Background: an optimization exercise with open tools, aiming at small area, a short achievable clock period and few clock cycles per item. Do not read the settings as production practice. RTL that was checked went through simulation tests only; none was proved equivalent to the original. No functional check of the RTL was part of runs 1 to 4. No activity file was given, so power comes from the tool's default toggle rates.

### run.sh
#!/bin/bash
# synth_recipe.tcl (not shown) runs the flow's synth.tcl, then flattens the netlist and writes it again
# the make line also repeats each setting of config.mk as NAME=value (left out here)
make -C /OpenROAD-flow-scripts/flow DESIGN_CONFIG=/design/flow/config.mk WORK_HOME=/design/flow/orfs CLKGATE_MAP_FILE= SYNTH_SCRIPT=/design/flow/synth_recipe.tcl finish
### constraint.sdc
create_clock -name core_clock -period 10.0 [get_ports {clk}]
set_input_delay 2.0000 -clock core_clock [delete_from_list [all_inputs] [get_ports {clk}]]
set_output_delay 2.0000 -clock core_clock [all_outputs]
set_load 0.01 [all_outputs]
### config.mk
export PLATFORM = sky130hd
export DESIGN_NAME = cpu_top
export DESIGN_NICKNAME = cpu_top
export VERILOG_FILES = /design/flow/design.v
export SDC_FILE = /design/flow/constraint.sdc
export NUM_CORES = 4
export LEC_CHECK = 0
export CAP_MARGIN = 20
export CORE_MARGIN = 2
export CORE_UTILIZATION = 40
export SLEW_MARGIN = 20
### design.v
`default_nettype none
package cpu_pkg;
    localparam int data_w      = 16;    
    localparam int reg_idx_w   = 4;     
    localparam int imm_w       = 5;     
    localparam int data_addr_w = 8;
    localparam int pc_w        = 8;
    localparam logic [2:0] op_add_sub  = 3'd0;
    localparam logic [2:0] op_slt_mult = 3'd1;
    localparam logic [2:0] op_load     = 3'd2;
    localparam logic [2:0] op_store    = 3'd3;
    localparam logic [2:0] op_beq      = 3'd4;
    localparam logic [2:0] op_jump     = 3'd5;
endpackage
`default_nettype wire
`timescale 1ns/10ps
`default_nettype none
import cpu_pkg::*;
module pc_unit (
    input  wire                clk,
    input  wire                rst_n,
    input  wire                redirect,      
    input  wire [pc_w-1:0]     redirect_pc,
    input  wire                hold,          
    input  wire                jump,          
    input  wire [pc_w-1:0]     jump_pc,
    output logic [pc_w-1:0]    pc
);
    always_ff @(posedge clk or negedge rst_n) begin
        if (!rst_n)
            pc <= '0;
        else if (redirect)
            pc <= redirect_pc;
        else if (jump)
            pc <= jump_pc;
        else if (!hold)
            pc <= pc + pc_w'(1);
    end
endmodule
`default_nettype wire
`timescale 1ns/10ps
`default_nettype none
import cpu_pkg::*;
module reg_file (
    input  wire                        clk,
    input  wire                        rst_n,
    input  wire [reg_idx_w-1:0]        rs_idx,
    input  wire [reg_idx_w-1:0]        rt_idx,
    input  wire                        we,
    input  wire [reg_idx_w-1:0]        wr_idx,
    input  wire [data_w-1:0]           wr_data,
    output logic [data_w-1:0]          rs_data,
    output logic [data_w-1:0]          rt_data
);
    logic [data_w-1:0] regs [16];
    logic [15:0]       written;
    always_ff @(posedge clk or negedge rst_n) begin
        if (!rst_n)
            written <= '0;
        else if (we)
            written[wr_idx] <= 1'b1;
    end
    always_ff @(posedge clk) begin
        if (we)
            regs[wr_idx] <= wr_data;
    end
    always_comb begin
        rs_data = '0;
        rt_data = '0;
        for (int r = 0; r < 16; r++) begin
            rs_data = rs_data | (regs[r] & {data_w{(rs_idx == r[3:0]) && written[r]}});
            rt_data = rt_data | (regs[r] & {data_w{(rt_idx == r[3:0]) && written[r]}});
        end
    end
endmodule
`default_nettype wire
`timescale 1ns/10ps
`default_nettype none
import cpu_pkg::*;
module exec_unit (
    input  wire                clk,
    input  wire [data_w-1:0]   a,
    input  wire [data_w-1:0]   b,
    input  wire                sub,       
    input  wire                slt,
    output logic [data_w-1:0]  alu_out,
    output logic               eq,
    output logic [data_w-1:0]  product    
);
    logic [data_w-1:0] sum;
    logic              lt;
    logic [data_w-1:0] ms;
    logic [data_w-1:0] mc;
    logic [data_w-1:0] ms_q;
    logic [data_w-1:0] mc_q;
    pfx_add #(.W(data_w)) u_alu_add (
        .a   (a),
        .b   (b ^ {data_w{sub}}),
        .cin (sub),
        .sum (sum)
    );
    assign lt      = (a[15] ^ b[15]) ? a[15] : sum[15];
    assign alu_out = slt ? {15'b0, lt} : sum;
    assign eq      = (a == b);
    mul_csa u_mul_csa (
        .a (a),
        .b (b),
        .s (ms),
        .c (mc)
    );
    always_ff @(posedge clk) begin
        ms_q <= ms;
        mc_q <= mc;
    end
    pfx_add #(.W(data_w)) u_mul_add (
        .a   (ms_q),
        .b   (mc_q),
        .cin (1'b0),
        .sum (product)
    );
endmodule
module mul_csa (
    input  wire [15:0] a,
    input  wire [15:0] b,
    output wire [15:0] s,
    output wire [15:0] c
);
    wire one0 = b[0] ^ 1'b0;
    wire two0 = (b[1] & ~b[0] & ~1'b0) | (~b[1] & b[0] & 1'b0);
    wire neg0 = b[1];
    wire p0_0 = (one0 & a[0]) ^ neg0;
    wire p0_1 = ((one0 & a[1]) | (two0 & a[0])) ^ neg0;
    wire p0_2 = ((one0 & a[2]) | (two0 & a[1])) ^ neg0;
    wire p0_3 = ((one0 & a[3]) | (two0 & a[2])) ^ neg0;
    wire p0_4 = ((one0 & a[4]) | (two0 & a[3])) ^ neg0;
    wire p0_5 = ((one0 & a[5]) | (two0 & a[4])) ^ neg0;
    wire p0_6 = ((one0 & a[6]) | (two0 & a[5])) ^ neg0;
    wire p0_7 = ((one0 & a[7]) | (two0 & a[6])) ^ neg0;
    wire p0_8 = ((one0 & a[8]) | (two0 & a[7])) ^ neg0;
    wire p0_9 = ((one0 & a[9]) | (two0 & a[8])) ^ neg0;
    wire p0_10 = ((one0 & a[10]) | (two0 & a[9])) ^ neg0;
    wire p0_11 = ((one0 & a[11]) | (two0 & a[10])) ^ neg0;
    wire p0_12 = ((one0 & a[12]) | (two0 & a[11])) ^ neg0;
    wire p0_13 = ((one0 & a[13]) | (two0 & a[12])) ^ neg0;
    wire p0_14 = ((one0 & a[14]) | (two0 & a[13])) ^ neg0;
    wire p0_15 = ((one0 & a[15]) | (two0 & a[14])) ^ neg0;
    wire one1 = b[2] ^ b[1];
    wire two1 = (b[3] & ~b[2] & ~b[1]) | (~b[3] & b[2] & b[1]);
    wire neg1 = b[3];
    wire p1_0 = (one1 & a[0]) ^ neg1;
    wire p1_1 = ((one1 & a[1]) | (two1 & a[0])) ^ neg1;
    wire p1_2 = ((one1 & a[2]) | (two1 & a[1])) ^ neg1;
    wire p1_3 = ((one1 & a[3]) | (two1 & a[2])) ^ neg1;
    wire p1_4 = ((one1 & a[4]) | (two1 & a[3])) ^ neg1;
    wire p1_5 = ((one1 & a[5]) | (two1 & a[4])) ^ neg1;
    wire p1_6 = ((one1 & a[6]) | (two1 & a[5])) ^ neg1;
    wire p1_7 = ((one1 & a[7]) | (two1 & a[6])) ^ neg1;
    wire p1_8 = ((one1 & a[8]) | (two1 & a[7])) ^ neg1;
    wire p1_9 = ((one1 & a[9]) | (two1 & a[8])) ^ neg1;
    wire p1_10 = ((one1 & a[10]) | (two1 & a[9])) ^ neg1;
    wire p1_11 = ((one1 & a[11]) | (two1 & a[10])) ^ neg1;
    wire p1_12 = ((one1 & a[12]) | (two1 & a[11])) ^ neg1;
    wire p1_13 = ((one1 & a[13]) | (two1 & a[12])) ^ neg1;
    wire one2 = b[4] ^ b[3];
    wire two2 = (b[5] & ~b[4] & ~b[3]) | (~b[5] & b[4] & b[3]);
    wire neg2 = b[5];
    wire p2_0 = (one2 & a[0]) ^ neg2;
    wire p2_1 = ((one2 & a[1]) | (two2 & a[0])) ^ neg2;
    wire p2_2 = ((one2 & a[2]) | (two2 & a[1])) ^ neg2;
    wire p2_3 = ((one2 & a[3]) | (two2 & a[2])) ^ neg2;
    wire p2_4 = ((one2 & a[4]) | (two2 & a[3])) ^ neg2;
    wire p2_5 = ((one2 & a[5]) | (two2 & a[4])) ^ neg2;
    wire p2_6 = ((one2 & a[6]) | (two2 & a[5])) ^ neg2;
    wire p2_7 = ((one2 & a[7]) | (two2 & a[6])) ^ neg2;
    wire p2_8 = ((one2 & a[8]) | (two2 & a[7])) ^ neg2;
    wire p2_9 = ((one2 & a[9]) | (two2 & a[8])) ^ neg2;
    wire p2_10 = ((one2 & a[10]) | (two2 & a[9])) ^ neg2;
    wire p2_11 = ((one2 & a[11]) | (two2 & a[10])) ^ neg2;
    wire one3 = b[6] ^ b[5];
    wire two3 = (b[7] & ~b[6] & ~b[5]) | (~b[7] & b[6] & b[5]);
    wire neg3 = b[7];
    wire p3_0 = (one3 & a[0]) ^ neg3;
    wire p3_1 = ((one3 & a[1]) | (two3 & a[0])) ^ neg3;
    wire p3_2 = ((one3 & a[2]) | (two3 & a[1])) ^ neg3;
    wire p3_3 = ((one3 & a[3]) | (two3 & a[2])) ^ neg3;
    wire p3_4 = ((one3 & a[4]) | (two3 & a[3])) ^ neg3;
    wire p3_5 = ((one3 & a[5]) | (two3 & a[4])) ^ neg3;
    wire p3_6 = ((one3 & a[6]) | (two3 & a[5])) ^ neg3;
    wire p3_7 = ((one3 & a[7]) | (two3 & a[6])) ^ neg3;
    wire p3_8 = ((one3 & a[8]) | (two3 & a[7])) ^ neg3;
    wire p3_9 = ((one3 & a[9]) | (two3 & a[8])) ^ neg3;
    wire one4 = b[8] ^ b[7];
    wire two4 = (b[9] & ~b[8] & ~b[7]) | (~b[9] & b[8] & b[7]);
    wire neg4 = b[9];
    wire p4_0 = (one4 & a[0]) ^ neg4;
    wire p4_1 = ((one4 & a[1]) | (two4 & a[0])) ^ neg4;
    wire p4_2 = ((one4 & a[2]) | (two4 & a[1])) ^ neg4;
    wire p4_3 = ((one4 & a[3]) | (two4 & a[2])) ^ neg4;
    wire p4_4 = ((one4 & a[4]) | (two4 & a[3])) ^ neg4;
    wire p4_5 = ((one4 & a[5]) | (two4 & a[4])) ^ neg4;
    wire p4_6 = ((one4 & a[6]) | (two4 & a[5])) ^ neg4;
    wire p4_7 = ((one4 & a[7]) | (two4 & a[6])) ^ neg4;
    wire one5 = b[10] ^ b[9];
    wire two5 = (b[11] & ~b[10] & ~b[9]) | (~b[11] & b[10] & b[9]);
    wire neg5 = b[11];
    wire p5_0 = (one5 & a[0]) ^ neg5;
    wire p5_1 = ((one5 & a[1]) | (two5 & a[0])) ^ neg5;
    wire p5_2 = ((one5 & a[2]) | (two5 & a[1])) ^ neg5;
    wire p5_3 = ((one5 & a[3]) | (two5 & a[2])) ^ neg5;
    wire p5_4 = ((one5 & a[4]) | (two5 & a[3])) ^ neg5;
    wire p5_5 = ((one5 & a[5]) | (two5 & a[4])) ^ neg5;
    wire one6 = b[12] ^ b[11];
    wire two6 = (b[13] & ~b[12] & ~b[11]) | (~b[13] & b[12] & b[11]);
    wire neg6 = b[13];
    wire p6_0 = (one6 & a[0]) ^ neg6;
    wire p6_1 = ((one6 & a[1]) | (two6 & a[0])) ^ neg6;
    wire p6_2 = ((one6 & a[2]) | (two6 & a[1])) ^ neg6;
    wire p6_3 = ((one6 & a[3]) | (two6 & a[2])) ^ neg6;
    wire one7 = b[14] ^ b[13];
    wire two7 = (b[15] & ~b[14] & ~b[13]) | (~b[15] & b[14] & b[13]);
    wire neg7 = b[15];
    wire p7_0 = (one7 & a[0]) ^ neg7;
    wire p7_1 = ((one7 & a[1]) | (two7 & a[0])) ^ neg7;
    wire s1 = p0_10 ^ p1_8;
    wire c2 = p0_10 & p1_8;
    wire s3 = p0_11 ^ p1_9;
    wire c4 = p0_11 & p1_9;
    wire s5 = p0_12 ^ p1_10 ^ p2_8;
    wire c6 = (p0_12 & p1_10) | (p0_12 & p2_8) | (p1_10 & p2_8);
    wire s7 = p3_6 ^ p4_4;
    wire c8 = p3_6 & p4_4;
    wire s9 = p0_13 ^ p1_11 ^ p2_9;
    wire c10 = (p0_13 & p1_11) | (p0_13 & p2_9) | (p1_11 & p2_9);
    wire s11 = p3_7 ^ p4_5;
    wire c12 = p3_7 & p4_5;
    wire s13 = p0_14 ^ p1_12 ^ p2_10;
    wire c14 = (p0_14 & p1_12) | (p0_14 & p2_10) | (p1_12 & p2_10);
    wire s15 = p3_8 ^ p4_6 ^ p5_4;
    wire c16 = (p3_8 & p4_6) | (p3_8 & p5_4) | (p4_6 & p5_4);
    wire s17 = p6_2 ^ p7_0;
    wire c18 = p6_2 & p7_0;
    wire s19 = p0_15 ^ p1_13 ^ p2_11;
    wire s21 = p3_9 ^ p4_7 ^ p5_5;
    wire s23 = p6_3 ^ p7_1;
    wire s25 = p0_6 ^ p1_4;
    wire c26 = p0_6 & p1_4;
    wire s27 = p0_7 ^ p1_5;
    wire c28 = p0_7 & p1_5;
    wire s29 = p0_8 ^ p1_6 ^ p2_4;
    wire c30 = (p0_8 & p1_6) | (p0_8 & p2_4) | (p1_6 & p2_4);
    wire s31 = p3_2 ^ p4_0;
    wire c32 = p3_2 & p4_0;
    wire s33 = p0_9 ^ p1_7 ^ p2_5;
    wire c34 = (p0_9 & p1_7) | (p0_9 & p2_5) | (p1_7 & p2_5);
    wire s35 = p3_3 ^ p4_1;
    wire c36 = p3_3 & p4_1;
    wire s37 = p2_6 ^ p3_4 ^ p4_2;
    wire c38 = (p2_6 & p3_4) | (p2_6 & p4_2) | (p3_4 & p4_2);
    wire s39 = p5_0 ^ neg5 ^ s1;
    wire c40 = (p5_0 & neg5) | (p5_0 & s1) | (neg5 & s1);
    wire s41 = p2_7 ^ p3_5 ^ p4_3;
    wire c42 = (p2_7 & p3_5) | (p2_7 & p4_3) | (p3_5 & p4_3);
    wire s43 = p5_1 ^ s3 ^ c2;
    wire c44 = (p5_1 & s3) | (p5_1 & c2) | (s3 & c2);
    wire s45 = p5_2 ^ p6_0 ^ neg6;
    wire c46 = (p5_2 & p6_0) | (p5_2 & neg6) | (p6_0 & neg6);
    wire s47 = s5 ^ s7 ^ c4;
    wire c48 = (s5 & s7) | (s5 & c4) | (s7 & c4);
    wire s49 = p5_3 ^ p6_1 ^ s9;
    wire c50 = (p5_3 & p6_1) | (p5_3 & s9) | (p6_1 & s9);
    wire s51 = s11 ^ c6 ^ c8;
    wire c52 = (s11 & c6) | (s11 & c8) | (c6 & c8);
    wire s53 = neg7 ^ s13 ^ s15;
    wire c54 = (neg7 & s13) | (neg7 & s15) | (s13 & s15);
    wire s55 = s17 ^ c10 ^ c12;
    wire c56 = (s17 & c10) | (s17 & c12) | (c10 & c12);
    wire s57 = s19 ^ s21 ^ s23;
    wire s59 = c14 ^ c16 ^ c18;
    wire s61 = p0_4 ^ p1_2;
    wire c62 = p0_4 & p1_2;
    wire s63 = p0_5 ^ p1_3;
    wire c64 = p0_5 & p1_3;
    wire s65 = p2_2 ^ p3_0 ^ neg3;
    wire c66 = (p2_2 & p3_0) | (p2_2 & neg3) | (p3_0 & neg3);
    wire s67 = p2_3 ^ p3_1 ^ s27;
    wire c68 = (p2_3 & p3_1) | (p2_3 & s27) | (p3_1 & s27);
    wire s69 = neg4 ^ s29 ^ s31;
    wire c70 = (neg4 & s29) | (neg4 & s31) | (s29 & s31);
    wire s71 = s33 ^ s35 ^ c30;
    wire c72 = (s33 & s35) | (s33 & c30) | (s35 & c30);
    wire s73 = s37 ^ s39 ^ c34;
    wire c74 = (s37 & s39) | (s37 & c34) | (s39 & c34);
    wire s75 = s41 ^ s43 ^ c38;
    wire c76 = (s41 & s43) | (s41 & c38) | (s43 & c38);
    wire s77 = s45 ^ s47 ^ c42;
    wire c78 = (s45 & s47) | (s45 & c42) | (s47 & c42);
    wire s79 = s49 ^ s51 ^ c46;
    wire c80 = (s49 & s51) | (s49 & c46) | (s51 & c46);
    wire s81 = s53 ^ s55 ^ c50;
    wire c82 = (s53 & s55) | (s53 & c50) | (s55 & c50);
    wire s83 = s57 ^ s59 ^ c54;
    wire s85 = p0_2 ^ p1_0;
    wire c86 = p0_2 & p1_0;
    wire s87 = p0_3 ^ p1_1;
    wire c88 = p0_3 & p1_1;
    wire s89 = p2_0 ^ neg2 ^ s61;
    wire c90 = (p2_0 & neg2) | (p2_0 & s61) | (neg2 & s61);
    wire s91 = p2_1 ^ s63 ^ c62;
    wire c92 = (p2_1 & s63) | (p2_1 & c62) | (s63 & c62);
    wire s93 = s25 ^ s65 ^ c64;
    wire c94 = (s25 & s65) | (s25 & c64) | (s65 & c64);
    wire s95 = c26 ^ s67 ^ c66;
    wire c96 = (c26 & s67) | (c26 & c66) | (s67 & c66);
    wire s97 = c28 ^ s69 ^ c68;
    wire c98 = (c28 & s69) | (c28 & c68) | (s69 & c68);
    wire s99 = c32 ^ s71 ^ c70;
    wire c100 = (c32 & s71) | (c32 & c70) | (s71 & c70);
    wire s101 = c36 ^ s73 ^ c72;
    wire c102 = (c36 & s73) | (c36 & c72) | (s73 & c72);
    wire s103 = c40 ^ s75 ^ c74;
    wire c104 = (c40 & s75) | (c40 & c74) | (s75 & c74);
    wire s105 = c44 ^ s77 ^ c76;
    wire c106 = (c44 & s77) | (c44 & c76) | (s77 & c76);
    wire s107 = c48 ^ s79 ^ c78;
    wire c108 = (c48 & s79) | (c48 & c78) | (s79 & c78);
    wire s109 = c52 ^ s81 ^ c80;
    wire c110 = (c52 & s81) | (c52 & c80) | (s81 & c80);
    wire s111 = c56 ^ s83 ^ c82;
    assign s[0] = p0_0;
    assign c[0] = neg0;
    assign s[1] = p0_1;
    assign c[1] = 1'b0;
    assign s[2] = neg1;
    assign c[2] = s85;
    assign s[3] = s87;
    assign c[3] = c86;
    assign s[4] = s89;
    assign c[4] = c88;
    assign s[5] = s91;
    assign c[5] = c90;
    assign s[6] = s93;
    assign c[6] = c92;
    assign s[7] = s95;
    assign c[7] = c94;
    assign s[8] = s97;
    assign c[8] = c96;
    assign s[9] = s99;
    assign c[9] = c98;
    assign s[10] = s101;
    assign c[10] = c100;
    assign s[11] = s103;
    assign c[11] = c102;
    assign s[12] = s105;
    assign c[12] = c104;
    assign s[13] = s107;
    assign c[13] = c106;
    assign s[14] = s109;
    assign c[14] = c108;
    assign s[15] = s111;
    assign c[15] = c110;
endmodule
module pfx_add #(
    parameter int W = 16
) (
    input  wire [W-1:0]  a,
    input  wire [W-1:0]  b,
    input  wire          cin,
    output wire [W-1:0]  sum
);
    localparam int L = $clog2(W);
    wire [(L+1)*W-1:0] g;
    wire [(L+1)*W-1:0] p;
    assign g[0] = (a[0] & b[0]) | (cin & (a[0] ^ b[0]));
    assign p[0] = a[0] ^ b[0];
    assign g[W-1:1] = a[W-1:1] & b[W-1:1];
    assign p[W-1:1] = a[W-1:1] ^ b[W-1:1];
    genvar l, i;
    generate
        for (l = 0; l < L; l++) begin : g_lvl
            for (i = 0; i < W; i++) begin : g_bit
                if ((i >> l) & 1) begin : g_op
                    localparam int j = ((i >> l) << l) - 1;
                    assign g[(l+1)*W + i] = g[l*W + i] | (p[l*W + i] & g[l*W + j]);
                    assign p[(l+1)*W + i] = p[l*W + i] & p[l*W + j];
                end else begin : g_pass
                    assign g[(l+1)*W + i] = g[l*W + i];
                    assign p[(l+1)*W + i] = p[l*W + i];
                end
            end
        end
    endgenerate
    assign sum = a ^ b ^ {g[L*W +: W-1], cin};
endmodule
`default_nettype wire
`timescale 1ns/10ps
`default_nettype none
import cpu_pkg::*;
module cpu_control (
    input  wire [data_w-1:0]     w,
    output logic                 reads_rs,
    output logic                 reads_rt,
    output logic                 writes,
    output logic [reg_idx_w-1:0] wr_idx,
    output logic                 is_alu,     
    output logic                 is_sub,     
    output logic                 is_slt,
    output logic                 is_mult,
    output logic                 is_load,
    output logic                 is_store,
    output logic                 is_beq
);
    logic [2:0] opc;
    assign opc = w[15:13];
    assign is_load  = (opc == op_load);
    assign is_store = (opc == op_store);
    assign is_beq   = (opc == op_beq);
    assign is_mult  = (opc == op_slt_mult) && w[0];
    assign is_slt   = (opc == op_slt_mult) && !w[0];
    assign is_alu   = (opc == op_add_sub) || is_slt;
    assign is_sub   = ((opc == op_add_sub) && w[0]) || is_slt;
    assign reads_rs = (opc <= op_beq);
    assign reads_rt = (opc <= op_beq) && (opc != op_load);
    assign writes   = (opc <= op_load);
    assign wr_idx   = is_load ? w[8:5] : w[4:1];
endmodule
`default_nettype wire
`timescale 1ns/10ps
`default_nettype none
import cpu_pkg::*;
module cpu_top #(
    parameter int inst_addr_w = 8
) (
    input  wire                     clk,
    input  wire                     rst_n,
    input  wire [data_w-1:0]        inst_rdata,
    input  wire [data_w-1:0]        data_rdata,
    output logic [inst_addr_w-1:0]  inst_addr,
    output logic [data_addr_w-1:0]  data_addr,
    output logic [data_w-1:0]       data_wdata,
    output logic                    data_we,
    output logic                    io_stall
);
    logic              i_valid;
    logic [pc_w-1:0]   pc_i;
    logic              d_valid;
    logic              d_stall;      
    logic [pc_w-1:0]   pc_d;
    logic [data_w-1:0] ir;
    logic              e_valid;
    logic [data_w-1:0] e_a;
    logic [data_w-1:0] e_b;
    logic [pc_w-1:0]   e_addr;
    logic [pc_w-1:0]   e_btgt;
    logic              e_writes;
    logic [3:0]        e_wd;
    logic              e_alu;
    logic              e_sub;
    logic              e_slt;
    logic              e_load;
    logic              e_mult;
    logic              e_beq;
    logic              w_we;
    logic [3:0]        w_rd;
    logic              w_load;
    logic              w_mult;
    logic [data_w-1:0] w_res;
    logic              stall_q;
    logic              we_q;
    logic              redirect;
    logic              hz_i;
    logic              jump_i;
    logic              beq_self_i;
    logic [pc_w-1:0]   jump_pc_i;
    logic [2:0]        opc_i;
    logic              i_reads_rs;
    logic              i_reads_rt;
    logic              d_late;
    assign opc_i      = inst_rdata[15:13];
    assign beq_self_i = (opc_i == op_beq) && (inst_rdata[12:9] == inst_rdata[8:5]);
    assign jump_i     = i_valid && ((opc_i == op_jump) || beq_self_i);
    assign jump_pc_i  = beq_self_i ? pc_i + 8'd1 + {{3{inst_rdata[4]}}, inst_rdata[4:0]}
                                   : inst_rdata[7:0];
    assign i_reads_rs = (opc_i <= op_store) || ((opc_i == op_beq) && !beq_self_i);
    assign i_reads_rt = (opc_i != op_load) && i_reads_rs;
    assign hz_i = i_valid && d_late && !redirect &&
                  ((i_reads_rs && (inst_rdata[12:9] == ir_wd)) ||
                   (i_reads_rt && (inst_rdata[8:5] == ir_wd)));
    logic [3:0] ir_wd;
    pc_unit u_pc_unit (
        .clk         (clk),
        .rst_n       (rst_n),
        .redirect    (redirect),
        .redirect_pc (e_btgt),
        .hold        (hz_i),
        .jump        (jump_i && !redirect),
        .jump_pc     (jump_pc_i),
        .pc          (inst_addr)
    );
    always_ff @(posedge clk or negedge rst_n) begin
        if (!rst_n)
            i_valid <= 1'b0;
        else
            i_valid <= !(redirect || hz_i || jump_i);
    end
    always_ff @(posedge clk) begin
        pc_i <= inst_addr;
    end
    always_ff @(posedge clk or negedge rst_n) begin
        if (!rst_n) begin
            d_valid <= 1'b0;
            d_stall <= 1'b0;
        end else begin
            if (!d_stall)
                d_valid <= i_valid && !redirect;
            d_stall <= hz_i;
        end
    end
    always_ff @(posedge clk) begin
        if (!d_stall) begin
            ir   <= inst_rdata;
            pc_d <= pc_i;
        end
    end
    logic                 d_reads_rs;
    logic                 d_reads_rt;
    logic                 d_writes;
    logic [3:0]           d_wd;
    logic                 d_alu;
    logic                 d_sub;
    logic                 d_slt;
    logic                 d_mult;
    logic                 d_load;
    logic                 d_store;
    logic                 d_beq;
    logic [3:0]           d_rs;
    logic [3:0]           d_rt;
    logic [data_w-1:0]    rf_a;
    logic [data_w-1:0]    rf_b;
    logic [data_w-1:0]    d_a;
    logic [data_w-1:0]    d_b;
    logic [data_w-1:0]    alu_out;
    logic [data_w-1:0]    product;
    logic [data_w-1:0]    w_data;
    logic                 e_eq;
    logic                 e_fwd;      
    logic                 hit_ea;
    logic                 hit_eb;
    logic                 hit_wa;
    logic                 hit_wb;
    logic                 d_go;       
    assign d_rs  = ir[12:9];
    assign d_rt  = ir[8:5];
    assign ir_wd = d_wd;
    cpu_control u_cpu_control (
        .w        (ir),
        .reads_rs (d_reads_rs),
        .reads_rt (d_reads_rt),
        .writes   (d_writes),
        .wr_idx   (d_wd),
        .is_alu   (d_alu),
        .is_sub   (d_sub),
        .is_slt   (d_slt),
        .is_mult  (d_mult),
        .is_load  (d_load),
        .is_store (d_store),
        .is_beq   (d_beq)
    );
    assign d_late = d_valid && !d_stall && (d_load || d_mult);
    reg_file u_reg_file (
        .clk     (clk),
        .rst_n   (rst_n),
        .rs_idx  (d_rs),
        .rt_idx  (d_rt),
        .we      (w_we),
        .wr_idx  (w_rd),
        .wr_data (w_data),
        .rs_data (rf_a),
        .rt_data (rf_b)
    );
    assign e_fwd  = e_valid && e_writes && e_alu;
    assign hit_ea = e_fwd && (e_wd == d_rs);
    assign hit_eb = e_fwd && (e_wd == d_rt);
    assign hit_wa = w_we && (w_rd == d_rs);
    assign hit_wb = w_we && (w_rd == d_rt);
    assign d_a = hit_ea ? alu_out : hit_wa ? w_data : rf_a;
    assign d_b = hit_eb ? alu_out : hit_wb ? w_data : rf_b;
    assign redirect = e_valid && e_beq && e_eq;
    logic [7:0] imm8;
    logic [7:0] imm8_p1;
    logic [7:0] bx8;
    logic [7:0] cs_s;
    logic [7:0] cs_c;
    logic [7:0] addr_sum;
    logic [7:0] addr_e;
    logic [7:0] addr_d;
    logic       e_lt;
    assign imm8    = {{3{ir[4]}}, ir[4:0]};
    assign imm8_p1 = imm8 + 8'd1;
    assign bx8     = e_b[7:0] ^ {8{e_sub}};
    assign cs_s    = e_a[7:0] ^ bx8 ^ imm8;
    assign cs_c    = (e_a[7:0] & bx8) | (e_a[7:0] & imm8) | (bx8 & imm8);
    assign e_lt    = alu_out[0];
    pfx_add #(.W(8)) u_addr_e_add (
        .a   (cs_s),
        .b   ({cs_c[6:0], 1'b0}),
        .cin (e_sub),
        .sum (addr_sum)
    );
    assign addr_e = e_slt ? (e_lt ? imm8_p1 : imm8) : addr_sum;
    pfx_add #(.W(8)) u_addr_d_add (
        .a   (hit_wa ? w_data[7:0] : rf_a[7:0]),
        .b   (imm8),
        .cin (1'b0),
        .sum (addr_d)
    );
    assign d_go     = d_valid && !d_stall && !redirect;
    always_ff @(posedge clk or negedge rst_n) begin
        if (!rst_n)
            e_valid <= 1'b0;
        else
            e_valid <= d_go;
    end
    always_ff @(posedge clk) begin
        e_a      <= d_a;
        e_b      <= d_b;
        e_addr   <= hit_ea ? addr_e : addr_d;
        e_btgt   <= pc_d + 8'd1 + {{3{ir[4]}}, ir[4:0]};
        e_writes <= d_writes;
        e_wd     <= d_wd;
        e_alu    <= d_alu;
        e_sub    <= d_sub;
        e_slt    <= d_slt;
        e_load   <= d_load;
        e_mult   <= d_mult;
        e_beq    <= d_beq && (d_rs != d_rt);
    end
    exec_unit u_exec_unit (
        .clk     (clk),
        .a       (e_a),
        .b       (e_b),
        .sub     (e_sub),
        .slt     (e_slt),
        .alu_out (alu_out),
        .eq      (e_eq),
        .product (product)
    );
    always_ff @(posedge clk or negedge rst_n) begin
        if (!rst_n) begin
            stall_q <= 1'b1;
            we_q    <= 1'b0;
        end else begin
            stall_q <= !d_go;
            we_q    <= d_go && d_store;
        end
    end
    assign io_stall   = stall_q;
    assign data_we    = we_q;
    assign data_addr  = e_addr;
    assign data_wdata = e_b;
    always_ff @(posedge clk or negedge rst_n) begin
        if (!rst_n)
            w_we <= 1'b0;
        else
            w_we <= e_valid && e_writes;
    end
    always_ff @(posedge clk) begin
        w_rd   <= e_wd;
        w_load <= e_load;
        w_mult <= e_mult;
        w_res  <= alu_out;
    end
    assign w_data = w_load ? data_rdata : w_mult ? product : w_res;
endmodule
`default_nettype wire
==> results of run 1 <==
area by class of cell:
type / instances / area [sq um]
Clock inverter: 28 / 255.2
Inverter: 122 / 457.9
Fill cell: 5470 / 32160
Multi-Input combinational cell: 1602 / 11380
Sequential cell: 431 / 11590
Tap cell: 773 / 967.2
Timing Repair Buffer: 139 / 1211
Clock buffer: 59 / 1221
layer usage:
layer,GRT usage (%),share of wire (%),up-vias
li1,-,-,8600
met1,36.45,42,9480
met2,38.80,43,1252
met3,5.026,11,237
met4,9.862,4.0,0
met5,0,0,-
worst min path at each step:
stage                        start             end  slack, ps  depth (start not counted)
global placement    e_load$_DFF_P_  w_load$_DFF_P_        310                          0
finish              e_mult$_DFF_P_  w_mult$_DFF_P_        320                          0
global route        e_mult$_DFF_P_  w_mult$_DFF_P_        340                          0
CTS                 e_mult$_DFF_P_  w_mult$_DFF_P_        330                          0
floorplan           e_load$_DFF_P_  w_load$_DFF_P_        310                          0
detailed placement  e_mult$_DFF_P_  w_mult$_DFF_P_        320                          0
cell usage after synthesis (15+ instances only):
master,instances,area share (%)
nor2_1,119,1.9
nand2b_1,15,0.39
inv_1,119,1.9
nand3_1,30,0.62
a22oi_1,251,7.8
a21o_1,30,0.94
and3_1,43,1.1
a21oi_1,141,2.9
ha_1,76,4.0
dfxtp_1,120,10
o21ai_0,92,1.9
nor3_1,25,0.52
nor4_1,27,0.70
nor2b_1,15,0.39
nand2_1,238,3.7
nand4_1,26,0.68
a221oi_1,17,0.62
xor2_1,81,3.0
o22ai_1,28,0.73
buf_1,27,0.42
edfxtp_1,280,35
xnor2_1,82,3.0
mux2i_1,27,1.1
clkbuf_1,151,2.4
dfrtp_1,30,3.1
fa_1,54,4.5
a211oi_1,21,0.66
flip-flops by register name, summed over array words and instances (netlist names), 4 cells and up:
| register | flops |
|---|---|
| pc_d | 8 |
| e_addr | 8 |
| u_pc_unit.pc | 8 |
| u_reg_file.written | 16 |
| w_rd | 4 |
| ir | 16 |
| e_wd | 4 |
| u_reg_file.regs | 256 |
| e_a | 16 |
| e_btgt | 8 |
| pc_i | 8 |
| w_res | 16 |
| u_exec_unit.ms_q | 16 |
| u_exec_unit.mc_q | 15 |
| e_b | 16 |
where the power goes:
part           switching [W]  total (W)  internal (W)
registers           0.000257    0.00260       0.00234
logic                0.00202    0.00333       0.00131
clock network       0.000731    0.00170      0.000973
cell families (layout without fill, tap and decap cells):
logic type      count (synthesis)  count (layout)  share of synthesized area, %
compound gates                687             687                         19.43
simple gates                  574             574                         11.13
mux                            36              36                         1.546
flops                         431             431                         48.20
buf+inv                       304             348                         4.804
fa+ha+maj                     142             142                         8.952
xor+xnor                      163             163                         5.938
worst max-delay path: cells and delay by family:
family	cells	cell delay, ps
and+or+nand+nor	2	130
buffers and inverters	2	700
xor gates and xnor gates	2	270
AOI/OAI and AO/OA	7	1630
adders and majority gates	1	350
per-stage QoR:
| stage | setup slack [ps] | total power [W] | std cells | util, % | hold WS [ps] |
|---|---|---|---|---|---|
| global placement | 4830 | 0.005858 | 3067 | 43.22 | 313.3 |
| finish | 5410 | 0.007637 | 3154 | 45.72 | 324.4 |
| global route | 5121 | 0.008110 | 3154 | 45.72 | 338.5 |
| CTS | 5447 | 0.007642 | 3154 | 45.71 | 326.8 |
| floorplan | 5680 | 0.004819 | 2337 | - | 309.6 |
| detailed placement | 4850 | 0.005938 | 3067 | 43.22 | 315.4 |
==> impl_metrics.yaml, run 1 <==
clock_network:
  cts_resized: 0
  clockBufferDepth: 3
  root_buffer: "clkbuf_16"
  worstSkewPairLatency_ps: 610
  hold_buffers: 0
  clk_pin_slew_worst_paths_ps: 60
  cts_tree: "built"
  h-tree-depth: 2
  cts.sinks: 431
  cts_buffers: 47
  post_cts_buffers: 0
global_routing:
  gr-total-overflow: 0
  grt_max_degree: 74
  grt_pass1_wl_microns: 120300
  grt_util_all_layers_pct: 25.71
  antenna_found_initial: 0
  grt_pass1_vias: 18640
critical_path:
  crit_chain: "clkdlybuf4s50_1 -> nand2_1 -> o21ai_1 -> buf_4 -> nor2_1 -> a21oi_1 -> ha_1 -> a21o_1 -> a21o_1 -> a21o_1 -> a31oi_1 -> xnor2_1 -> xnor2_1 -> o221a_1"
  slowest_stage: "a21oi_1"
  crit_fanout: 18
  cp-end-kind: "flop"
  reg2reg_from: "e_b[7]$_DFF_P_"
  cp.arrival_ps: 5070
  rrSetupSlack_ps: 5420
  reg2reg_to: "u_exec_unit.ms_q[15]$_DFF_P_"
  cp_common_cell: "a21o_1"
  crit_path_end: "e_addr[7]$_DFF_P_"
  path_class: "in2reg"
  max_stage_delay_ps: 530
  cp-start-kind: "input pin"
  ff2ff_path_depth: 16
  setup.worst_path.start: "data_rdata[2]"
  worstPathRequired_ps: 10480
timing:
  rsz0062_at_grt: "no"
  setup_tns_ps: 0
  setup_viol: 0
  fmax_mhz: 217.8
  finalHoldViolCount: 0
  finalCritPeriodShare_pct: 45.90
  min_period_ps: 4590
  tightest_slew_ps: 1267
  slew_headroom_pct: 15.55
  report.final.slew_viol_count: 0
  skew_ps: 22.14
floorplan:
  die_w_microns: 249.2
  dieArea_sq_mm: 0.06208
  boundaryPins: 68
  rows: 89
  start_util_pct: 40.58
  die_y_microns: 249.2
  core_area_sq_mm: 0.05924
power_and_ir_drop:
  powerDensity_mw_per_mm2: 282.0
  p_leak_nw: 10.61
  irDropWorstVdd_uv: 161.5
synthesis:
  ys_warn_count: 4
  syn-num-nets: 2501
  yosys_register_bits: 431
  syn_area_sq_mm: 0.02404
  async_flop_share_pct: 7.193
  synth.avg_cell_area_sq_um: 10.29
  yosysUniqueCellTypes: 75
  ys.flop_type: "edfxtp_1"
  syn_inst: 2337
  ys_seq_area_share_pct: 48.20
  synth_edf_count: 280
detailed_routing:
  vias: 19570
  wire_per_inst_microns: 25.93
  drtAntennaViolNets: 0
  firstDrtPassIters: 6
  via_per_inst: 6.205
  routed_wl_microns: 81770
  route.detailed.drc: 0
  drtIter0Drc: 2692
final_layout:
  fin_area_sq_mm: 0.02708
  final_common_cell: "edfxtp_1"
  final_cell_mix: "280 x edfxtp_1, 251 x a22oi_1, 238 x nand2_1, 141 x a21oi_1, 119 x inv_1"
  drive_gt1_share_pct: 7.644
  synthToLayoutAreaGrowth_pct: 12.66
  antenna_cells: 0
  num-nets-final: 2507
placement:
  numPortBuffers: 67
  hpwl_microns: 51350
  place_area_sq_mm: 0.02560
  place.gp.congestion: 0.8798
min_path:
  hold_class: "reg2reg"
run_status:
  status: "finished clean"
run:
  maxCapViolations: 0
==> inputs of run 2 (changes only) <==
==> flow/run.sh (new file) <==
#!/bin/bash
# Standard layout, with timing repair aiming below the clock period: the
# repair steps treat any path with less than SETUP_SLACK_MARGIN ns of slack
# as failing, so they keep improving the paths past the 10 ns constraint.
cp standard.sh standard.sh.txt
cp config.mk config.mk.txt
export SETUP_SLACK_MARGIN=7
bash standard.sh > standard.log 2>&1
==> standard.sh (new file) <==
#!/bin/bash
# synth_recipe.tcl (not shown) runs the flow's synth.tcl, then flattens the netlist and writes it again
# the make line also repeats each setting of config.mk as NAME=value (left out here)
make -C /OpenROAD-flow-scripts/flow DESIGN_CONFIG=/design/flow/config.mk WORK_HOME=/design/flow/orfs CLKGATE_MAP_FILE= SYNTH_SCRIPT=/design/flow/synth_recipe.tcl "${@:-finish}"
removed: run.sh
==> run 2 against run 1 <==
- critical path depth increased by 2
- via count rose by 8.1%
- fmax rose by 27%
- synthesized cell count is the same
- largest cell class is now multi-input combinational cells
==> impl_metrics.yaml, run 2 <==
critical_path:
  crit_fanout: 16
  cp.arrival_ps: 4080
  worstPathRequired_ps: 10470
  crit_family: "simple AND/OR/NAND/NOR gates"
  worst-path-buf-inv: 3
  path_class: "reg2reg"
  max_stage_delay_ps: 480
  cp-start-kind: "flop"
  slowest_stage: "nor4_4"
  crit_chain: "buf_4 -> and2_4 -> and3_1 -> buf_8 -> a22oi_2 -> nand2_2 -> nor4_4 -> a21oi_4 -> ha_1 -> a21o_1 -> a21o_1 -> buf_4 -> fa_2 -> xnor2_1 -> nand2_1 -> o311a_1"
  cp-end-kind: "flop"
clock_network:
  cts.sinks: 431
  clk_pin_slew_worst_paths_ps: 70
  clockBufferDepth: 3
  cts_tree: "built"
  cts_buffers: 47
  h-tree-depth: 2
  root_buffer: "clkbuf_16"
  worstSkewPairLatency_ps: 600
synthesis:
  synth.most_common_cell: "edfxtp_1"
  ys_warn_count: 4
  syn_inst: 2337
  synth_compound_area_share_pct: 19.43
  synthXorXnorAreaFrac_pct: 5.938
  yosys.area.top_type: "edfxtp_1"
  synth_top_family_by_area: "compound AO/OA/AOI/OAI gates"
  async_flop_share_pct: 7.193
  yosysUniqueCellTypes: 75
  synth_area_leaders: "edfxtp_1 35%, dfxtp_1 10%, a22oi_1 7.8%"
  ys.flop_type: "edfxtp_1"
  syn_area_sq_mm: 0.02404
  syn-num-nets: 2501
  synth_edf_count: 280
  ys_seq_area_share_pct: 48.20
  synth.avg_cell_area_sq_um: 10.29
  synthMuxAreaShare_pct: 1.546
  synth.top_cell.area_share_pct: 34.97
  synthTopCellsByCount: "280 x edfxtp_1, 251 x a22oi_1, 238 x nand2_1, 151 x clkbuf_1, 141 x a21oi_1"
  yosys_register_bits: 431
  synthAdderAreaFrac_pct: 8.952
  synth-simple-area-share_pct: 11.13
timing:
  finalHoldViolCount: 0
  rsz0062_at_grt: "yes"
  slew_headroom_pct: 22.20
  report.final.slew_viol_count: 0
  setup_tns_ps: 0
  setup_viol: 0
  worst_slack_ps: 6392
  min_period_ps: 3608
  fmax_mhz: 277.1
  finalCritPeriodShare_pct: 36.08
  skew_ps: 26.21
  tightest_slew_ps: 1165
floorplan:
  boundaryPins: 68
  die_y_microns: 249.2
  rows: 89
  core_area_sq_mm: 0.05924
  die_w_microns: 249.2
  start_util_pct: 40.58
  dieArea_sq_mm: 0.06208
global_routing:
  grt_pass1_vias: 20100
  antenna_found_initial: 0
  gr-total-overflow: 0
  grt_max_degree: 37
  grt_util_all_layers_pct: 27.83
  grt_pass1_wl_microns: 129400
run:
  maxCapViolations: 0
power_and_ir_drop:
  p_leak_nw: 12.27
  powerDensity_mw_per_mm2: 284.4
  irDropWorstVdd_uv: 190.1
final_layout:
  num-nets-final: 2709
  final_cell_mix: "280 x edfxtp_1, 242 x a22oi_1, 221 x nand2_1, 177 x buf_4, 117 x a21oi_1"
  synthToLayoutAreaGrowth_pct: 28.80
  final_common_cell: "edfxtp_1"
  drive_gt1_share_pct: 26.84
  largest_register: "u_reg_file.regs"
  largest_reg_flops: 256
  stdcell_count: 3355
  fillers: 5040
  antenna_cells: 0
detailed_routing:
  vias: 21150
  wl_met3_microns: 12370
  drtIter0Drc: 3504
  wl_met1_microns: 35670
  routed_wl_microns: 91120
  drtAntennaViolNets: 0
  route.detailed.drc: 0
  via_per_inst: 6.303
  met2_wirelength_microns: 38600
  firstDrtPassIters: 9
  top_layer_used: "met5"
  wire_per_inst_microns: 27.16
placement:
  numPortBuffers: 67
  place.gp.congestion: 0.8948
  post-place-cells: 3059
  hpwl_microns: 51570
  dpl_worst_slack_ps: 4962
min_path:
  hold_class: "reg2reg"
run_status:
  status: "finished clean"
==> run 2: metrics by stage <==
step	hold WS [ps]	power, W	util, %	cell area, sq um
floorplan	309.6	0.004914	-	24400
global placement	313.0	0.005912	43.41	25720
detailed placement	315.0	0.006016	43.41	25720
CTS	330.5	0.008298	49.68	29430
global route	336.0	0.009225	52.27	30960
finish	326.5	0.008805	52.27	30960
==> run 2: worst paths after layout <==
check                                startpoint                          end  slack, ps  depth (start not counted)
worst min register to register   e_load$_DFF_P_               w_load$_DFF_P_        330                          0
max in group asynchronous                 rst_n  u_pc_unit.pc[3]$_DFFE_PN0P_       7850                          2
worst max-delay path            ir[9]$_DFFE_PN_            e_addr[5]$_DFF_P_       6390                         16
worst min-delay path             e_load$_DFF_P_               w_load$_DFF_P_        330                          0
worst max register to register  ir[9]$_DFFE_PN_            e_addr[5]$_DFF_P_       6390                         16
min in group asynchronous                 rst_n  u_pc_unit.pc[4]$_DFFE_PN0P_       1820                          2
==> run 2: routing by layer <==
metal | up-vias | track usage (%)
met5 | - | 0
met4 | 2 | 10.96
met3 | 345 | 8.506
met2 | 1610 | 41.36
met1 | 10170 | 37.93
li1 | 9022 | -
==> run 2: worst register-to-register path, delay by kind of cell, from the launching register on <==
kind / cells / cell delay [ps]
flops: 1 / 400
xor+xnor: 1 / 160
simple gates: 5 / 980
fa+ha+maj: 2 / 650
compound gates: 5 / 810
buf+inv: 3 / 500
==> run 2: area by class of cell <==
type / count / area [sq um] / area share, %
well taps: 773 / 967.2 / 3.124
inverters: 122 / 524.3 / 1.693
flip-flops and latches: 431 / 11690 / 37.77
clock buffers: 61 / 1301 / 4.203
repair buffers: 341 / 3690 / 11.92
clock inverters: 25 / 225.2 / 0.7274
multi-input cells: 1602 / 12560 / 40.57
==> run 2: kinds of logic (layout without fill, tap and decap cells) <==
group           count (synthesis)  count (layout)
buf+inv                       304             549
compound gates                687             687
xor+xnor                      163             163
fa+ha+maj                     142             142
mux                            36              36
simple gates                  574             574
flops                         431             431
==> run 2: repair_timing <==
action,CTS,global route
hold buffers,0,0
gates resized for setup,477,224
hold endpoints to repair,0,0
pin swaps,67,93
gates cloned,11,3
endpoints found under the setup margin,243,148
setup buffers,114,82
==> run 2: power by group <==
| part | switching, W | internal (W) |
|---|---|---|
| clock network | 0.000736 | 0.000999 |
| logic | 0.00246 | 0.00196 |
| registers | 0.000281 | 0.00236 |
| total | 0.00348 | 0.00532 |
==> inputs of run 3 (changes only) <==
--- a/flow/run.sh
+++ b/flow/run.sh
@@ -5,4 +5,5 @@
 cp standard.sh standard.sh.txt
 cp config.mk config.mk.txt
 export SETUP_SLACK_MARGIN=7
+export TNS_END_PERCENT=0
 bash standard.sh > standard.log 2>&1
==> run 3 against run 2 <==
- utilization is 4.2 points lower
- combinational power down 17%
- final cell count decreased by 3.9%
- via count fell by 5.2%
- power down 9.3%
- worst hold slack got worse by 2.3 ps
- global-route usage down 1.1 points
- fmax decreased by 0.89%
- critical path depth fell by 6
- register-to-register slack gained 30 ps
- clock power about the same
- largest cell class unchanged
==> impl_metrics.yaml, run 3 <==
timing:
  fmax_mhz: 274.7
  report.final.slew_viol_count: 0
  tightest_slew_ps: 1100
  finalCritPeriodShare_pct: 36.41
  holdWs_ps: 324.3
  setup_tns_ps: 0
  slew_headroom_pct: 26.68
  skew_ps: 17.46
  setup_viol: 0
  rsz0062_at_grt: "yes"
  finalHoldViolCount: 0
  min_period_ps: 3641
  worst_slack_ps: 6359
synthesis:
  synth_compound_area_share_pct: 19.43
  synth.top_cell.area_share_pct: 34.97
  synth_edf_count: 280
  synth.most_common_cell: "edfxtp_1"
  synthXorXnorAreaFrac_pct: 5.938
  yosys.area.top_type: "edfxtp_1"
  yosysUniqueCellTypes: 75
  synth-simple-area-share_pct: 11.13
  synth.avg_cell_area_sq_um: 10.29
  ys_warn_count: 4
  synth_area_leaders: "edfxtp_1 35%, dfxtp_1 10%, a22oi_1 7.8%"
  syn-num-nets: 2501
  yosys_register_bits: 431
  async_flop_share_pct: 7.193
  synth_top_family_by_area: "compound AO/OA/AOI/OAI gates"
  synthAdderAreaFrac_pct: 8.952
  synthMuxAreaShare_pct: 1.546
  syn_inst: 2337
  synthTopCellsByCount: "280 x edfxtp_1, 251 x a22oi_1, 238 x nand2_1, 151 x clkbuf_1, 141 x a21oi_1"
  syn_area_sq_mm: 0.02404
  ys.flop_type: "edfxtp_1"
  ys_seq_area_share_pct: 48.20
final_layout:
  seqCellArea_sq_mm: 0.01164
  fillers: 5384
  multi_input_area_sq_mm: 0.01179
  antenna_cells: 0
  post-route-util_pct: 48.11
  largest_register: "u_reg_file.regs"
  drive_gt1_share_pct: 14.86
  synthToLayoutAreaGrowth_pct: 18.54
  final_common_cell: "edfxtp_1"
  num-nets-final: 2578
  final_cell_mix: "280 x edfxtp_1, 246 x a22oi_1, 230 x nand2_1, 129 x a21oi_1, 108 x buf_4"
  largest_reg_flops: 256
critical_path:
  cp.arrival_ps: 4120
  reg2reg_to: "e_addr[7]$_DFF_P_"
  cp-end-kind: "flop"
  ff2ff_path_depth: 17
  path_class: "in2reg"
  cp-start-kind: "input pin"
  rrSetupSlack_ps: 6420
  crit_fanout: 3
  worstPathRequired_ps: 10480
  reg2reg_from: "u_exec_unit.ms_q[0]$_DFF_P_"
global_routing:
  grt_pass1_wl_microns: 124200
  antenna_found_initial: 0
  gr-total-overflow: 0
  grt_util_all_layers_pct: 26.75
  grt_pass1_vias: 19190
  grt_max_degree: 46
clock_network:
  cts_tree: "built"
  cts.sinks: 431
  worstSkewPairLatency_ps: 600
  cts_buffers: 45
  h-tree-depth: 2
  clk_pin_slew_worst_paths_ps: 60
  clockBufferDepth: 3
  root_buffer: "clkbuf_16"
power_and_ir_drop:
  power.total_w: 0.007987
  powerDensity_mw_per_mm2: 280.2
  p_leak_nw: 11.22
  irDropWorstVdd_uv: 175.5
floorplan:
  die_w_microns: 249.2
  dieArea_sq_mm: 0.06208
  start_util_pct: 40.58
  rows: 89
  die_y_microns: 249.2
  core_area_sq_mm: 0.05924
  boundaryPins: 68
placement:
  numPortBuffers: 67
  place.gp.congestion: 0.8683
  hpwl_microns: 52530
  dpl_worst_slack_ps: 4982
detailed_routing:
  routed_wl_microns: 85690
  route.detailed.drc: 0
  firstDrtPassIters: 6
  vias: 20040
  wire_per_inst_microns: 26.59
  drtIter0Drc: 3013
  via_per_inst: 6.217
  drtAntennaViolNets: 0
run:
  maxCapViolations: 0
run_status:
  status: "finished clean"
min_path:
  hold_class: "reg2reg"
  hold_depth: 0
  hp-start: "e_mult$_DFF_P_"
  hold_end: "w_mult$_DFF_P_"
## run 3: cell counts after synthesis
No cell type changed its count.
## run 3: per-stage QoR
step,area [sq um],cells
floorplan,24070,2337
global placement,25650,3072
detailed placement,25650,3072
CTS,28000,3195
global route,28500,3223
finish,28500,3223
## run 3: worst max-delay path by stage
| stage | endpoint | depth (start not counted) | slack [ps] | startpoint |
|---|---|---|---|---|
| floorplan | e_addr[7]$_DFF_P_ | 15 | 5950 | data_rdata[0] |
| global placement | e_addr[7]$_DFF_P_ | 13 | 5010 | data_rdata[2] |
| detailed placement | e_addr[7]$_DFF_P_ | 13 | 4980 | data_rdata[2] |
| CTS | e_addr[7]$_DFF_P_ | 16 | 6360 | data_rdata[0] |
| global route | e_addr[7]$_DFF_P_ | 12 | 6300 | data_rdata[3] |
| finish | e_addr[7]$_DFF_P_ | 10 | 6360 | data_rdata[6] |
## run 3: final cells by class
| class | instances | share of cell area (%) |
|---|---|---|
| timing repair buffer | 212 | 7.442 |
| tap | 773 | 3.394 |
| clock buffer | 55 | 4.267 |
| sequential | 431 | 40.86 |
| clock inverter | 28 | 0.9308 |
| inverter | 122 | 1.752 |
| multi-input combinational | 1602 | 41.35 |
## run 3: report_power, final
part | switching, W | leakage [nW] | internal (W)
registers | 0.000264 | 3.95 | 0.00235
clock network | 0.000723 | 0.732 | 0.000993
logic | 0.00215 | 6.54 | 0.00151
## run 3: kinds of logic after synthesis
kind of cell / count (synthesis)
AO/OA/AOI/OAI: 687
XOR/XNOR: 163
adder cells (fa/ha/maj): 142
buffers and inverters: 304
flip-flops: 431
multiplexers: 36
AND/OR/NAND/NOR: 574
## run 3: critical path: stages
cell and delay (ps):
clkdlybuf4s50_1 420, a2bb2oi_2 140, buf_6 130, o21a_2 260
ha_1 330, a21o_1 200, a31oi_1 170, xnor2_1 150
xnor2_1 90, o221a_1 230
## run 3: timing repair
action	4_1_cts	5_1_grt
resized for setup	155	71
setup buffers	35	27
setup endpoints to repair	220	193
gates cloned	5	0
hold buffers	0	0
pin swaps	21	30
## run 3: routing by layer
metal  track usage (%)  part of all wire [%]
met1             37.20                    40
met2             39.78                    43
met3             7.022                    13
met4             10.46                   3.6
met5                 0                     0
==> inputs of run 4 (changes only) <==
--- a/config.mk
+++ b/config.mk
@@ -7,5 +7,7 @@
 export LEC_CHECK = 0
 export CAP_MARGIN = 20
 export CORE_MARGIN = 2
-export CORE_UTILIZATION = 40
+export CORE_UTILIZATION = 55
+export CTS_BUF_LIST = sky130_fd_sc_hd__clkbuf_4 sky130_fd_sc_hd__clkbuf_8
 export SLEW_MARGIN = 20
+export TNS_END_PERCENT = 0
==> run 4 against run 3 <==
- largest power group unchanged
- non-clock buffer count rose by 32
- clock power is 3% lower
- critical path type unchanged
- worst hold slack about the same
- critical path depth grew 8
- clock skew up 18 ps
- final cell count decreased by 3.3%
- clock-buffer cell count is 46 higher
- still clean on timing, DRC and antenna
- die area is 27% lower
==> impl_metrics.yaml, run 4 <==
detailed_routing:
  route.detailed.drc: 0
  wire_per_inst_microns: 27.27
  via_per_inst: 6.598
  routed_wl_microns: 85010
  firstDrtPassIters: 9
  drtIter0Drc: 2979
  drtAntennaViolNets: 0
  vias: 20570
placement:
  post-place-cells: 2870
  numPortBuffers: 67
  dpl_worst_slack_ps: 5021
  place.gp.congestion: 0.9115
  hpwl_microns: 50800
timing:
  slew_headroom_pct: 14.03
  min_period_ps: 3643
  skew_ps: 35.42
  worst_slack_ps: 6357
  finalHoldViolCount: 0
  finalCritPeriodShare_pct: 36.43
  tightest_slew_ps: 1290
  fmax_mhz: 274.5
  setup_tns_ps: 0
  rsz0062_at_grt: "yes"
  report.final.slew_viol_count: 0
  setup_viol: 0
critical_path:
  max_stage_delay_ps: 260
  ff2ff_path_depth: 21
  slowest_stage: "mux2_2"
  rrSetupSlack_ps: 6380
  cp-start-kind: "input pin"
  crit_chain: "buf_6 -> a21oi_4 -> inv_6 -> nor2_4 -> a21oi_2 -> buf_4 -> buf_4 -> buf_4 -> buf_4 -> buf_4 -> buf_4 -> buf_4 -> buf_4 -> buf_4 -> buf_4 -> buf_4 -> buf_4 -> mux2_2"
  cp.arrival_ps: 4200
  cp_common_cell: "buf_4"
  crit_fanout: 2
  worstPathRequired_ps: 10550
  cp-end-kind: "flop"
  path_class: "in2reg"
clock_network:
  cts_tree: "built"
  root_buffer: "clkbuf_8"
  clockBufferDepth: 3
  h-tree-depth: 3
  clk_pin_slew_worst_paths_ps: 50
  cts.sinks: 431
  worstSkewPairLatency_ps: 690
  cts_buffers: 73
  hold_buffers: 0
min_path:
  hold_depth: 0
  hold_class: "reg2reg"
synthesis:
  yosysUniqueCellTypes: 75
  syn-num-nets: 2501
  yosys_register_bits: 431
  synth.avg_cell_area_sq_um: 10.29
  ys_seq_area_share_pct: 48.20
  ys.flop_type: "edfxtp_1"
  async_flop_share_pct: 7.193
  syn_inst: 2337
  ys_warn_count: 4
  synth.most_common_cell: "edfxtp_1"
  synth_edf_count: 280
  synth_area_leaders: "edfxtp_1 35%, dfxtp_1 10%, a22oi_1 7.8%"
  synthTopCellsByCount: "280 x edfxtp_1, 251 x a22oi_1, 238 x nand2_1, 151 x clkbuf_1, 141 x a21oi_1"
  syn_area_sq_mm: 0.02404
  synth.top_cell.area_share_pct: 34.97
  yosys.area.top_type: "edfxtp_1"
floorplan:
  start_util_pct: 55.81
  die_y_microns: 213.1
  boundaryPins: 68
  rows: 76
  dieArea_sq_mm: 0.04540
  core_area_sq_mm: 0.04308
  die_w_microns: 213.1
run_status:
  status: "finished clean"
power_and_ir_drop:
  p_comb_share_pct: 45.9
  swShare_pct: 39.64
  clkPwrFrac_pct: 21.0
  irDropWorstVdd_uv: 158.8
  p_leak_nw: 11.60
  net-switching-power_w: 0.003158
  p_int_w: 0.004808
  powerDensity_mw_per_mm2: 276.4
  power_frac_seq_pct: 33.1
global_routing:
  grt_pass1_wl_microns: 124200
  grt_pass1_vias: 19510
  grt_max_degree: 37
  grt_util_all_layers_pct: 37.61
  antenna_found_initial: 1
  gr-total-overflow: 0
final_layout:
  stdcell_count: 3117
  num-nets-final: 2638
  final_cell_mix: "280 x edfxtp_1, 245 x a22oi_1, 232 x nand2_1, 136 x buf_4, 132 x a21oi_1"
  largest_register: "u_reg_file.regs"
  final_common_cell: "edfxtp_1"
  synthToLayoutAreaGrowth_pct: 19.88
  drive_gt1_share_pct: 18.06
  largest_reg_flops: 256
run:
  maxCapViolations: 0
[run 4: changes by cell type in the layout (fill, tap and decap cells not counted), moves of 12 or more]
cell / delta
clkbuf_8: +79
clkbuf_16: -47
buf_4: +28
clkbuf_4: +21
clkdlybuf4s50_1: -20
dlygate4sd2_1: +18
buf_12: +16
and3_1: -12
[run 4: metal layers]
layer	share of wire [%]	GRT usage, %	up-vias
met3	13	10.72	302
li1	-	-	8885
met2	43	55.24	1454
met4	4.5	14.85	0
met5	0	0	-
met1	39	52.65	9924
[run 4: worst paths after layout]
| path | from | endpoint |
|---|---|---|
| worst max-delay path | data_rdata[0] | e_a[0]$_DFF_P_ |
| worst min-delay path | e_mult$_DFF_P_ | w_mult$_DFF_P_ |
| worst max register to register | ir[9]$_DFFE_PN_ | e_a[0]$_DFF_P_ |
| worst min register to register | e_mult$_DFF_P_ | w_mult$_DFF_P_ |
| max in group asynchronous | rst_n | u_reg_file.written[8]$_DFFE_PN0P_ |
| min in group asynchronous | rst_n | u_pc_unit.pc[1]$_DFFE_PN0P_ |
[run 4: area by class of cell]
cell class | instances | area (sq um)
timing repair buffer | 244 | 2542
inverter | 122 | 495.5
clock inverter | 30 | 277.8
tap | 585 | 732.0
antenna | 2 | 5.005
sequential | 431 | 11650
multi-input combinational | 1602 | 11850
fill | 3378 | 14260
clock buffer | 101 | 1259
[run 4: what timing repair did]
| item | in CTS | in global routing |
|---|---|---|
| gates resized for setup | 233 | 36 |
| setup endpoints to repair | 197 | 196 |
| setup buffers | 85 | 21 |
| cloned | 8 | 0 |
| pin swaps | 33 | 18 |
[run 4: stage by stage]
step / instance area [sq um] / total power (W) / hold slack, ps / utilization (%)
final: 28820 / 0.007967 / 324.7 / 66.90
after detailed placement: 25310 / 0.005913 / 312.1 / 58.77
after global routing: 28820 / 0.008416 / 337.7 / 66.90
after CTS: 28450 / 0.007893 / 325.2 / 66.05
after global placement: 25310 / 0.005840 / 312.5 / 58.75
after floorplan: 24070 / 0.004826 / 309.6 / -
[run 4: power by group through the flow]
| stage | combinational (W) | clock [W] | sequential (W) |
|---|---|---|---|
| global placement | 0.00317 | 0 | 0.00267 |
| floorplan | 0.00230 | 0 | 0.00252 |
| detailed placement | 0.00324 | 0 | 0.00268 |
| global route | 0.00399 | 0.00177 | 0.00265 |
| finish | 0.00366 | 0.00167 | 0.00263 |
| CTS | 0.00358 | 0.00169 | 0.00262 |
[run 4: worst max-delay path: cells and delay by family]
family | cells | cell delay, ps
buffers and inverters | 14 | 1630
multiplexers | 1 | 260
AND/OR/NAND/NOR | 1 | 100
AO/OA/AOI/OAI | 2 | 220
[run 4: kinds of logic (layout without fill, tap and decap cells)]
logic type	count (synthesis)	in the layout	synth area share (%)
AOI/OAI and AO/OA	687	687	19.43
adders and majority gates	142	142	8.952
other	0	2	0
and+or+nand+nor	574	574	11.13
muxes	36	36	1.546
buffers and inverters	304	497	4.804
xor gates and xnor gates	163	163	5.938
DFF	431	431	48.20
==> inputs of run 5 (changes only) <==
--- a/design.v
+++ b/design.v
@@ -367,7 +367,7 @@
     input  wire          cin,
     output wire [W-1:0]  sum
 );
-    localparam int L = $clog2(W);
+    localparam int L = (W <= 8) ? 3 : 4;    
     wire [(L+1)*W-1:0] g;
     wire [(L+1)*W-1:0] p;
     assign g[0] = (a[0] & b[0]) | (cin & (a[0] ^ b[0]));
@@ -444,7 +444,7 @@
     logic [pc_w-1:0]   pc_i;
     logic              d_valid;
     logic              d_stall;      
-    logic [pc_w-1:0]   pc_d;
+    logic [pc_w-1:0]   d_btgt;
     logic [data_w-1:0] ir;
     logic              e_valid;
     logic [data_w-1:0] e_a;
@@ -471,6 +471,7 @@
     logic              jump_i;
     logic              beq_self_i;
     logic [pc_w-1:0]   jump_pc_i;
+    logic [pc_w-1:0]   btgt_i;       
     logic [2:0]        opc_i;
     logic              i_reads_rs;
     logic              i_reads_rt;
@@ -478,8 +479,8 @@
     assign opc_i      = inst_rdata[15:13];
     assign beq_self_i = (opc_i == op_beq) && (inst_rdata[12:9] == inst_rdata[8:5]);
     assign jump_i     = i_valid && ((opc_i == op_jump) || beq_self_i);
-    assign jump_pc_i  = beq_self_i ? pc_i + 8'd1 + {{3{inst_rdata[4]}}, inst_rdata[4:0]}
-                                   : inst_rdata[7:0];
+    assign btgt_i     = pc_i + 8'd1 + {{3{inst_rdata[4]}}, inst_rdata[4:0]};
+    assign jump_pc_i  = beq_self_i ? btgt_i : inst_rdata[7:0];
     assign i_reads_rs = (opc_i <= op_store) || ((opc_i == op_beq) && !beq_self_i);
     assign i_reads_rt = (opc_i != op_load) && i_reads_rs;
     assign hz_i = i_valid && d_late && !redirect &&
@@ -518,7 +519,7 @@
     always_ff @(posedge clk) begin
         if (!d_stall) begin
             ir   <= inst_rdata;
-            pc_d <= pc_i;
+            d_btgt <= btgt_i;
         end
     end
     logic                 d_reads_rs;
@@ -624,7 +625,7 @@
         e_a      <= d_a;
         e_b      <= d_b;
         e_addr   <= hit_ea ? addr_e : addr_d;
-        e_btgt   <= pc_d + 8'd1 + {{3{ir[4]}}, ir[4:0]};
+        e_btgt   <= d_btgt;
         e_writes <= d_writes;
         e_wd     <= d_wd;
         e_alu    <= d_alu;
--- a/config.mk
+++ b/config.mk
@@ -7,7 +7,7 @@
 export LEC_CHECK = 0
 export CAP_MARGIN = 20
 export CORE_MARGIN = 2
-export CORE_UTILIZATION = 55
-export CTS_BUF_LIST = sky130_fd_sc_hd__clkbuf_4 sky130_fd_sc_hd__clkbuf_8
+export CORE_UTILIZATION = 40
+export CTS_CLUSTER_DIAMETER = 100
+export CTS_CLUSTER_SIZE = 30
 export SLEW_MARGIN = 20
-export TNS_END_PERCENT = 0
==> run 5 against run 4 <==
- clock power is 38% lower
- flip-flop and latch count unchanged
- final cell count fell by 0.16%
- synthesized cell count decreased by 3.6%
- first-iteration DRC count is 0.10% lower
- critical endpoint is now e_addr[7]$_DFF_P_
- register-to-register slack got worse by 95 ps
- setup slack worse by 72 ps
- sequential power about the same
- fmax fell by 1.9%
- power decreased by 8.2%
- critical path type is now reg2reg
- design area is 4.8% lower
- wire length is 2.4% lower
==> impl_metrics.yaml, run 5 <==
floorplan:
  die_y_microns: 247.4
  rows: 89
final_layout:
  num-nets-final: 2481
  fin_area_sq_mm: 0.02745
  stdcell_count: 3112
  largest_reg_flops: 256
  largest_register: "u_reg_file.regs"
  final_common_cell: "edfxtp_1"
  antenna_cells: 0
  fillers: 5361
  synthToLayoutAreaGrowth_pct: 15.85
  final_cell_mix: "280 x edfxtp_1, 265 x a22oi_1, 222 x nand2_1, 126 x nor2_1, 126 x buf_4"
  multi_input_area_sq_mm: 0.01152
  post-route-util_pct: 46.68
clock_network:
  worstSkewPairLatency_ps: 590
  h-tree-depth: 1
  clk_pin_slew_worst_paths_ps: 120
  root_buffer: "clkbuf_16"
critical_path:
  ff2ff_path_depth: 18
  path_class: "reg2reg"
  crit_fanout: 16
  worst-path-buf-inv: 3
  crit_path_end: "e_addr[7]$_DFF_P_"
  setup.worst_path.start: "ir[10]$_DFFE_PN_"
  crit_family: "compound AO/OA/AOI/OAI gates"
  max_stage_delay_ps: 520
  cp.arrival_ps: 4180
  cp-end-kind: "flop"
  cp_common_cell: "nor2b_2"
  cp.depth: 18
  reg2reg_from: "ir[10]$_DFFE_PN_"
placement:
  hpwl_microns: 50550
  numPortBuffers: 67
  post-place-cells: 2988
  dpl_worst_slack_ps: 4910
  place_area_sq_mm: 0.02525
  place.gp.congestion: 0.9124
detailed_routing:
  vias: 19410
  met2_wirelength_microns: 35820
  wire_per_inst_microns: 26.65
  drtIter0Drc: 2976
  routed_wl_microns: 82950
  wl_met3_microns: 9746
  firstDrtPassIters: 6
  route.detailed.drc: 0
  wl_met1_microns: 33720
synthesis:
  synth_area_leaders: "edfxtp_1 35%, dfxtp_1 10%, a22oi_1 8.5%"
  syn_area_sq_mm: 0.02369
  synth.avg_cell_area_sq_um: 10.51
  syn-num-nets: 2409
  synth.most_common_cell: "edfxtp_1"
  yosys_register_bits: 431
  ys_seq_area_share_pct: 48.91
  async_flop_share_pct: 7.193
  synth_edf_count: 280
  synth.top_cell.area_share_pct: 35.49
  ys.flop_type: "edfxtp_1"
timing:
  min_period_ps: 3715
  worst_slack_ps: 6285
  finalCritPeriodShare_pct: 37.15
  setup_viol: 0
  report.final.slew_viol_count: 0
  slew_headroom_pct: 33.91
  tightest_slew_ps: 990.3
min_path:
  hp-start: "e_load$_DFF_P_"
run:
  maxCapViolations: 0
power_and_ir_drop:
  powerDensity_mw_per_mm2: 266.4
  irDropWorstVdd_uv: 232.9
global_routing:
  grt_max_degree: 35
  gr-total-overflow: 0
run_status:
  status: "finished clean"
==> run 5: how the worst min path moves through the flow <==
stage               cells after the start  slack [ps]             end
finish                                  0         340  w_load$_DFF_P_
global route                            0         340  w_load$_DFF_P_
CTS                                     0         340  w_load$_DFF_P_
detailed placement                      0         310  w_load$_DFF_P_
global placement                        0         310  w_load$_DFF_P_
floorplan                               0         310  w_load$_DFF_P_
==> run 5: layout make-up <==
type                    instances  area share, %
well taps                     773          3.524
repair buffers                226          8.037
clock inverters                 5         0.3054
flip-flops and latches        431          42.46
inverters                     114          1.577
multi-input cells            1532          41.97
clock buffers                  31          2.124
==> run 5: what timing repair did <==
action                     CTS  global route
gates resized for setup    235             5
setup endpoints to repair  196           194
buffers inserted            77             3
hold buffers                 0             0
gates cloned                 8             0
pin swaps                   45             3
==> run 5: per-layer routing <==
metal,vias up,global-route usage (%)
met5,-,0
met4,0,9.986
met3,248,5.515
met2,1322,40.06
met1,9440,37.92
li1,8400,-
==> run 5: worst register-to-register path, cell delays in order (launching register included) <==
cell and delay [ps]:
edfxtp_1 520, buf_4 190, nor2b_2 250, and3_1 220
buf_6 260, a22oi_1 140, nand2_1 140, nor4_4 60
a21oi_2 150, ha_2 190, inv_2 40, fa_2 340
nor2b_2 140, o21ai_2 100, a21boi_4 210, o41ai_4 90
xnor2_1 160, o21a_1 180, o211a_1 200
==> run 5: per-stage QoR <==
stage,hold WS [ps],power (W)
floorplan,309.6,0.004781
global placement,309.8,0.005767
detailed placement,313.6,0.005844
CTS,344.7,0.007263
global route,341.8,0.007760
finish,335.9,0.007313
==> run 5: cell families after synthesis <==
group | count (synthesis) | share of synthesized area, %
adder cells (fa/ha/maj) | 126 | 8.297
multiplexers | 55 | 2.377
buffers and inverters | 290 | 4.817
flip-flops | 431 | 48.91
XOR/XNOR | 143 | 5.318
AO/OA/AOI/OAI | 623 | 18.46
AND/OR/NAND/NOR | 585 | 11.82
==> run 5: power breakdown <==
part,switching [W],internal [W],leakage [nW]
Clock,0.000611,0.000430,0.322
Combinational,0.00211,0.00154,6.48
Sequential,0.000264,0.00236,3.95
Testbench counts of run 5, summed over its fixed seeds: cycles 60,777, instrs 50,571.

-- port drivers added, routing unchanged --
No port has a modelled driver above. Below, the same layouts with a new extraction and two added sets of constraints.
Step 1 assumes that a clkbuf_16 drives the clock port and a buf_2 every other input.
Step 2 times the ports against the registers' clock, not the clock port: input delays grow and output delays shrink by t, the midpoint of the rising clock arrivals with the driver on.
Slacks: no drivers / after step 1 / after step 2; pairs: no drivers / after step 1.
run	shift t [ns]	slack for setup (ns)	worst register clock-pin slew, ns
run 1	0.656	5.410 / 5.416 / 4.781	0.07 / 0.07
run 2	0.641	6.392 / 6.392 / 5.782	0.07 / 0.07
run 3	0.646	6.359 / 6.309 / 5.745	0.07 / 0.07
run 4	0.722	6.357 / 6.376 / 5.656	0.07 / 0.07
run 5	0.631	6.285 / 6.285 / 5.700	0.12 / 0.12
After both steps every run listed still meets setup and hold. The setup slack of run 4, which loses most, moves by +0.019 ns with the drivers and by -0.701 ns with both steps.
